This is an optimization exercise on Yosys and OpenROAD, whose aim is small area, a short achievable clock period and few clock cycles per item, not a production implementation. At most, simulation tests tie the RTL to the original design; equivalence was not proved. Power and IR drop assume default switching activity.

==> run a <==
==> flow/design.v (excerpt) <==
module mult_16x16 (
  input  logic        clk,
  input  logic        rst_n,
  input  logic        in_valid,
  output logic        in_ready,
  input  logic [15:0] in_a,
  input  logic [15:0] in_b,
  output logic        out_valid,
  input  logic        out_ready,
  output logic [31:0] out_product
);
  logic [1:0] v;
  logic [1:0] ld;
  logic [15:0] a, b;
  assign a = in_a;
  assign b = in_b;
  assign ld[1] = !v[1] || out_ready;
  assign ld[0] = !v[0] || ld[1];
  assign in_ready  = ld[0];
  assign out_valid = v[1];
  always_ff @(posedge clk) begin
    if (!rst_n) begin
      v <= '0;
    end else begin
      if (ld[0]) v[0] <= in_valid;
      if (ld[1]) v[1] <= v[0];
    end
  end
  logic pp1;
  logic pp2;
  logic pp3;
  logic pp4;
  logic pp5;
  logic pp6;
  logic pp7;
  logic pp8;
  logic pp9;
  logic pp10;
  logic pp11;
  logic pp12;
  logic pp13;
  logic pp14;
  logic pp15;
  logic pp16;
  logic pp17;
  logic pp18;
  logic pp19;
  logic pp20;
  logic pp21;
  logic pp22;
  logic pp23;
  logic pp24;
  logic pp25;
  logic pp26;
  logic pp27;
  logic pp28;
  logic pp29;
  logic pp30;
  logic pp31;
  logic pp32;
  logic pp33;
  logic pp34;
  logic pp35;
  logic pp36;
  logic pp37;
  logic pp38;
  logic pp39;
  logic pp40;
  logic pp41;
  logic pp42;
  logic pp43;
  logic pp44;
  logic pp45;
  logic pp46;
  ...
clock: 4.0 ns
lec_check: 0
cap_margin: 20
core_margin: 2
core_utilization: 40
setup_slack_margin: 1.2
slew_margin: 20
standard.sh (not shown) runs the stock make flow with config.mk's settings and CLKGATE_MAP_FILE= SYNTH_SCRIPT=/design/flow/synth_recipe.tcl, a recipe that flattens the netlist after the stock synthesis.
==> flow/flow/run.sh <==
#!/bin/bash
# Own flow: the standard layout (standard.sh), with Yosys's synth run with -noabc so the
# pre-mapping "abc -fast" pass does not run before ORFS extracts full/half adders (it leaves
# the adders with inverted polarity and an inverter on most adder-to-adder nets). The rest of
# synthesis (-nofsm -noshare via synth_recipe.tcl, flatten, rename) and every later step are the
# standard ones. Each tool's output goes to a log file in the work folder.
set -euo pipefail
extra=()
if [[ -f flow/extra.mk ]]; then
  while read -r line; do [[ -n "$line" && "$line" != \#* ]] && extra+=("$line"); done < flow/extra.mk
fi
bash standard.sh SYNTH_ARGS=-noabc "${extra[@]}" finish > standard_flow.log 2>&1
==> run b: changes against run a <==
==> flow/run.sh (new file) <==
#!/bin/bash
# synth_recipe.tcl (not shown) runs the flow's synth.tcl, then flattens the netlist and writes it again
# the make line also repeats each setting of config.mk as NAME=value (left out here)
make -C /OpenROAD-flow-scripts/flow DESIGN_CONFIG=/design/flow/config.mk WORK_HOME=/design/flow/orfs CLKGATE_MAP_FILE= SYNTH_SCRIPT=/design/flow/synth_recipe.tcl finish
removed: flow/flow/run.sh
removed: flow/standard.sh
==> summary of the runs <==
Of run a and run b, run b has the higher combinational power (gap about 7%, measured against run b). Of run a and run b, run a has the higher sequential share of layout area (gap 1.5 points). Of run b and run a, run b has the higher first-iteration DRC count (gap 18%, measured against run a). Against run a, the worst hold slack of run b is lower by 0.0032 ns. Of run a and run b, run b has the higher utilization (gap 0.65 points). Of run a and run b, run b has the higher non-clock buffer count (gap 13). Between run a and run b, the lower via count is in run a (gap 9.0%, measured against run b).
==> figures <==
Outcome: run b no timing/DRC/antenna violations; run a no timing/DRC/antenna violations
Clock network fraction of total power: run b 0.161; run a 0.162
Max incr delay on CP: run b 0.43 ns; run a 0.44 ns
Average routed wire per standard cell: run b 19.6 µm; run a 22.7 µm
Logic gate share of total power: run b 0.524; run a 0.507
Core footprint: run b 31500 µm²; run a 30500 µm²
Total Die Area: run b 33400 µm²; run a 32300 µm²
Register-to-Register Setup Slack: run b 1.19 ns; run a 1.22 ns
Static Leakage: run b 7.15 nW; run a 6.28 nW
# placed instances: run b 1487; run a 1285
R2r startpoint: run b s557_q1; run a c430_q1
Sequential fraction of total cell area: run b 0.321; run a 0.335
Die Span X: run b 183 µm; run a 180 µm
Worst Setup Slack post-DPL: run b 0.224 ns; run a 0.321 ns
Total area of multi-input combinational cells: run b 6970 µm²; run a 7280 µm²
Number of buffers other than clock buffers in the final layout: run b 172; run a 159
No run of this note included a check of the RTL's function; only the layout flow was run.


==> 02-04 <==
Another version of the RTL of mult_16x16 (not shown whole).
clock: 4.0 ns
lec_check: 0
cap_margin: 20
core_margin: 2
core_utilization: 70
cts_buf_list: sky130_fd_sc_hd__clkbuf_4 sky130_fd_sc_hd__clkbuf_8
setup_slack_margin: 1.6
slew_margin: 20
==> flow/flow/run.sh <==
#!/bin/bash
# Own flow: the standard layout (standard.sh), with Yosys's synth run with -noabc so the
# pre-mapping "abc -fast" pass does not run before ORFS extracts full/half adders (it leaves
# the adders with inverted polarity and an inverter on most adder-to-adder nets). The rest of
# synthesis (-nofsm -noshare via synth_recipe.tcl, flatten, rename) and every later step are the
# standard ones. Each tool's output goes to a log file in the work folder.
set -euo pipefail
extra=()
if [[ -f flow/extra.mk ]]; then
  while read -r line; do [[ -n "$line" && "$line" != \#* ]] && extra+=("$line"); done < flow/extra.mk
fi
bash standard.sh SYNTH_ARGS=-noabc "${extra[@]}" finish > standard_flow.log 2>&1
==> flow/flow/extra.mk <==
BUFFER_PORTS_ARGS=-buffer_cell sky130_fd_sc_hd__buf_2
==> 04-26: changes against 02-04 <==
- GPL_ROUTABILITY_DRIVEN: default -> 0
==> reports/metrics.yaml <==
cells_and_area:
  nets: 1189
  buf_share_pct: 4.25
  nonClockBufferCount: 86
  multiInputGateArea_mm2: 0.00762
global_route:
  gr-usage-met1_pct: 43.0
outcome:
  outcome: "complete, no violations"
timing:
  fmaxAchievable_mhz: 403
  min_period_over_period_pct: 62.0
  fin_ws_ps: 1520
power:
  power.internal_mw: 5.75
(the above is from 04-26)
==> reports/metrics.yaml <==
cells_and_area:
  regMostFlops: "v"
  multiInputGateArea_mm2: 0.00766
  buf_share_pct: 4.43
outcome:
  outcome: "complete, no violations"
timing:
  fin_ws_ps: 1480
  min_period_over_period_pct: 63.1
synth:
  synth-xor-area-share_pct: 1.56
  ys_warn_count: 1
  synth_edf_count: 185
global_route:
  gr-usage-met1_pct: 44.6
  grt_pass1_vias: 7875
power:
  power.internal_mw: 5.93
  power_top_consumer: "combinational logic"
clock_network:
  cts_buffer_depth: 2
die:
  start_util_pct: 71.5
(the above is from 02-04)
Testbench counts of 02-04, summed over its fixed seeds: cycles 32,024, items 32,000.
Testbench counts of 04-26, summed over its fixed seeds: cycles 32,024, items 32,000.


==> inputs of branch maple <==
Another version of the RTL of mult_16x16 (not shown whole).
Design mult_16x16, start of the top module:
module mult_16x16 (
  input  logic        clk,
  input  logic        rst_n,
  input  logic        in_valid,
  output logic        in_ready,
  input  logic [15:0] in_a,
  input  logic [15:0] in_b,
  output logic        out_valid,
  input  logic        out_ready,
  output logic [31:0] out_product
);
  logic [1:0] v;
  logic [1:0] ld;
  logic [15:0] a, b;
  assign a = in_a;
  assign b = in_b;
  assign ld[1] = !v[1] || out_ready;
  assign ld[0] = !v[0] || ld[1];
  assign in_ready  = ld[0];
  assign out_valid = v[1];
  always_ff @(posedge clk) begin
    if (!rst_n) begin
      v <= '0;
    end else begin
      if (ld[0]) v[0] <= in_valid;
      if (ld[1]) v[1] <= v[0];
    end
  end
  logic pp1;
  logic pp2;
  logic pp3;
  logic pp4;
  logic pp5;
  logic pp6;
  logic pp7;
  logic pp8;
  logic pp9;
  logic pp10;
  logic pp11;
  logic pp12;
  logic pp13;
  logic pp14;
  logic pp15;
  logic pp16;
  logic pp17;
  logic pp18;
  logic pp19;
  logic pp20;
  logic pp21;
  logic pp22;
  logic pp23;
  logic pp24;
  logic pp25;
  logic pp26;
  logic pp27;
  logic pp28;
  logic pp29;
  logic pp30;
  logic pp31;
  logic pp32;
  logic pp33;
  logic pp34;
  logic pp35;
  logic pp36;
  logic pp37;
  logic pp38;
  logic pp39;
  logic pp40;
  logic pp41;
  logic pp42;
  logic pp43;
  logic pp44;
  logic pp45;
  logic pp46;
  logic pp47;
  logic pp48;
  logic pp49;
  logic pp50;
  logic pp51;
  logic pp52;
  logic pp53;
  logic pp54;
  logic pp55;
  logic pp56;
  logic pp57;
  logic pp58;
  logic pp59;
  logic pp60;
  logic pp61;
  logic pp62;
  logic pp63;
  logic pp64;
  logic pp65;
  logic pp66;
  logic pp67;
  logic pp68;
  logic pp69;
  logic pp70;
  logic pp71;
  logic pp72;
  logic pp73;
  logic pp74;
  logic pp75;
  logic pp76;
  logic pp77;
  logic pp78;
  logic pp79;
  logic pp80;
  logic pp81;
  logic pp82;
  logic pp83;
  logic pp84;
  logic pp85;
  logic pp86;
  logic pp87;
  logic pp88;
  logic pp89;
  logic pp90;
  logic pp91;
  logic pp92;
  logic pp93;
  logic pp94;
  logic pp95;
  logic pp96;
  logic pp97;
  logic pp98;
  logic pp99;
  logic pp100;
  ...
export LEC_CHECK = 0
export CAP_MARGIN = 20
export CORE_MARGIN = 2
export CORE_UTILIZATION = 40
export SETUP_SLACK_MARGIN = 1.2
export SLEW_MARGIN = 20
create_clock -name core_clock -period 4.0 [get_ports {clk}]
run.sh (not shown) runs the stock make flow with config.mk's settings and CLKGATE_MAP_FILE= SYNTH_SCRIPT=/design/flow/synth_recipe.tcl, a recipe that flattens the netlist after the stock synthesis.
Stock flow here: none of the scripts above is used.
==> branch yarrow (differences from branch maple) <==
--- a/flow/config.mk
+++ b/flow/config.mk
@@ -9,4 +9,4 @@
 export CORE_MARGIN = 2
 export CORE_UTILIZATION = 40
-export SETUP_SLACK_MARGIN = 1.2
+export SETUP_SLACK_MARGIN = 2.0
 export SLEW_MARGIN = 20
==> branch ember (differences from branch maple) <==
--- a/flow/config.mk
+++ b/flow/config.mk
@@ -9,4 +9,4 @@
 export CORE_MARGIN = 2
 export CORE_UTILIZATION = 40
-export SETUP_SLACK_MARGIN = 1.2
+export SETUP_SLACK_MARGIN = 0.6
 export SLEW_MARGIN = 20
==> branch lagoon (differences from branch maple) <==
--- a/flow/config.mk
+++ b/flow/config.mk
@@ -9,4 +9,4 @@
 export CORE_MARGIN = 2
 export CORE_UTILIZATION = 40
-export SETUP_SLACK_MARGIN = 1.2
+export SETUP_SLACK_MARGIN = 1.6
 export SLEW_MARGIN = 20
==> comparison <==
In branch yarrow the sequential share of layout area is lower than in branch lagoon, by 2.4 points. Synthesized cell count is the same in branch ember and branch maple. Critical path depth is the same in branch maple and branch lagoon. Wire length, lowest first: branch ember, branch maple, branch lagoon, branch yarrow. Final cell count: branch ember < branch maple < branch lagoon < branch yarrow. In branch ember the final area is smaller than in branch lagoon, by about 15%.
Testbench counts of branch maple, summed over its fixed seeds: cycles 32,016, items 32,000.
Testbench counts of branch yarrow, summed over its fixed seeds: cycles 32,016, items 32,000.
Testbench counts of branch ember, summed over its fixed seeds: cycles 32,016, items 32,000.
Testbench counts of branch lagoon, summed over its fixed seeds: cycles 32,016, items 32,000.

separate check: timing with driven ports:
No port has a modelled driver above. Below, the same layouts with a new extraction and two added sets of constraints.
Step 1 assumes that a clkbuf_16 drives the clock port and a buf_2 every other input.
Step 2 times the ports against the registers' clock, not the clock port: input delays grow and output delays shrink by t, the midpoint of the rising clock arrivals with the driver on.
a / b / c = ideal / step 1 / step 2; a / b = the first two.
| run | shift t [ns] | slack for setup (ns) | hold slack, ns |
|---|---|---|---|
| run a | 0.478 | 1.127 / 1.078 / 0.731 | 0.427 / 0.427 / 0.427 |
| run b | 0.489 | 1.117 / 1.067 / 0.778 | 0.424 / 0.424 / 0.424 |
| 02-04 | 0.524 | 1.475 / 1.475 / 1.095 | 0.432 / 0.432 / 0.432 |
| 04-26 | 0.522 | 1.519 / 1.519 / 1.060 | 0.417 / 0.417 / 0.417 |
| branch maple | 0.495 | 1.114 / 1.065 / 0.746 | 0.421 / 0.421 / 0.421 |
| branch yarrow | 0.500 | 1.089 / 1.033 / 0.903 | 0.420 / 0.420 / 0.420 |
| branch ember | 0.495 | 0.691 / 0.643 / 0.268 | 0.420 / 0.420 / 0.420 |
| branch lagoon | 0.493 | 1.041 / 0.990 / 0.942 | 0.424 / 0.424 / 0.424 |
After both steps every run listed still meets setup and hold. The setup slack of 04-26, which loses most, moves by 0.000 ns with the drivers and by -0.459 ns with both steps.
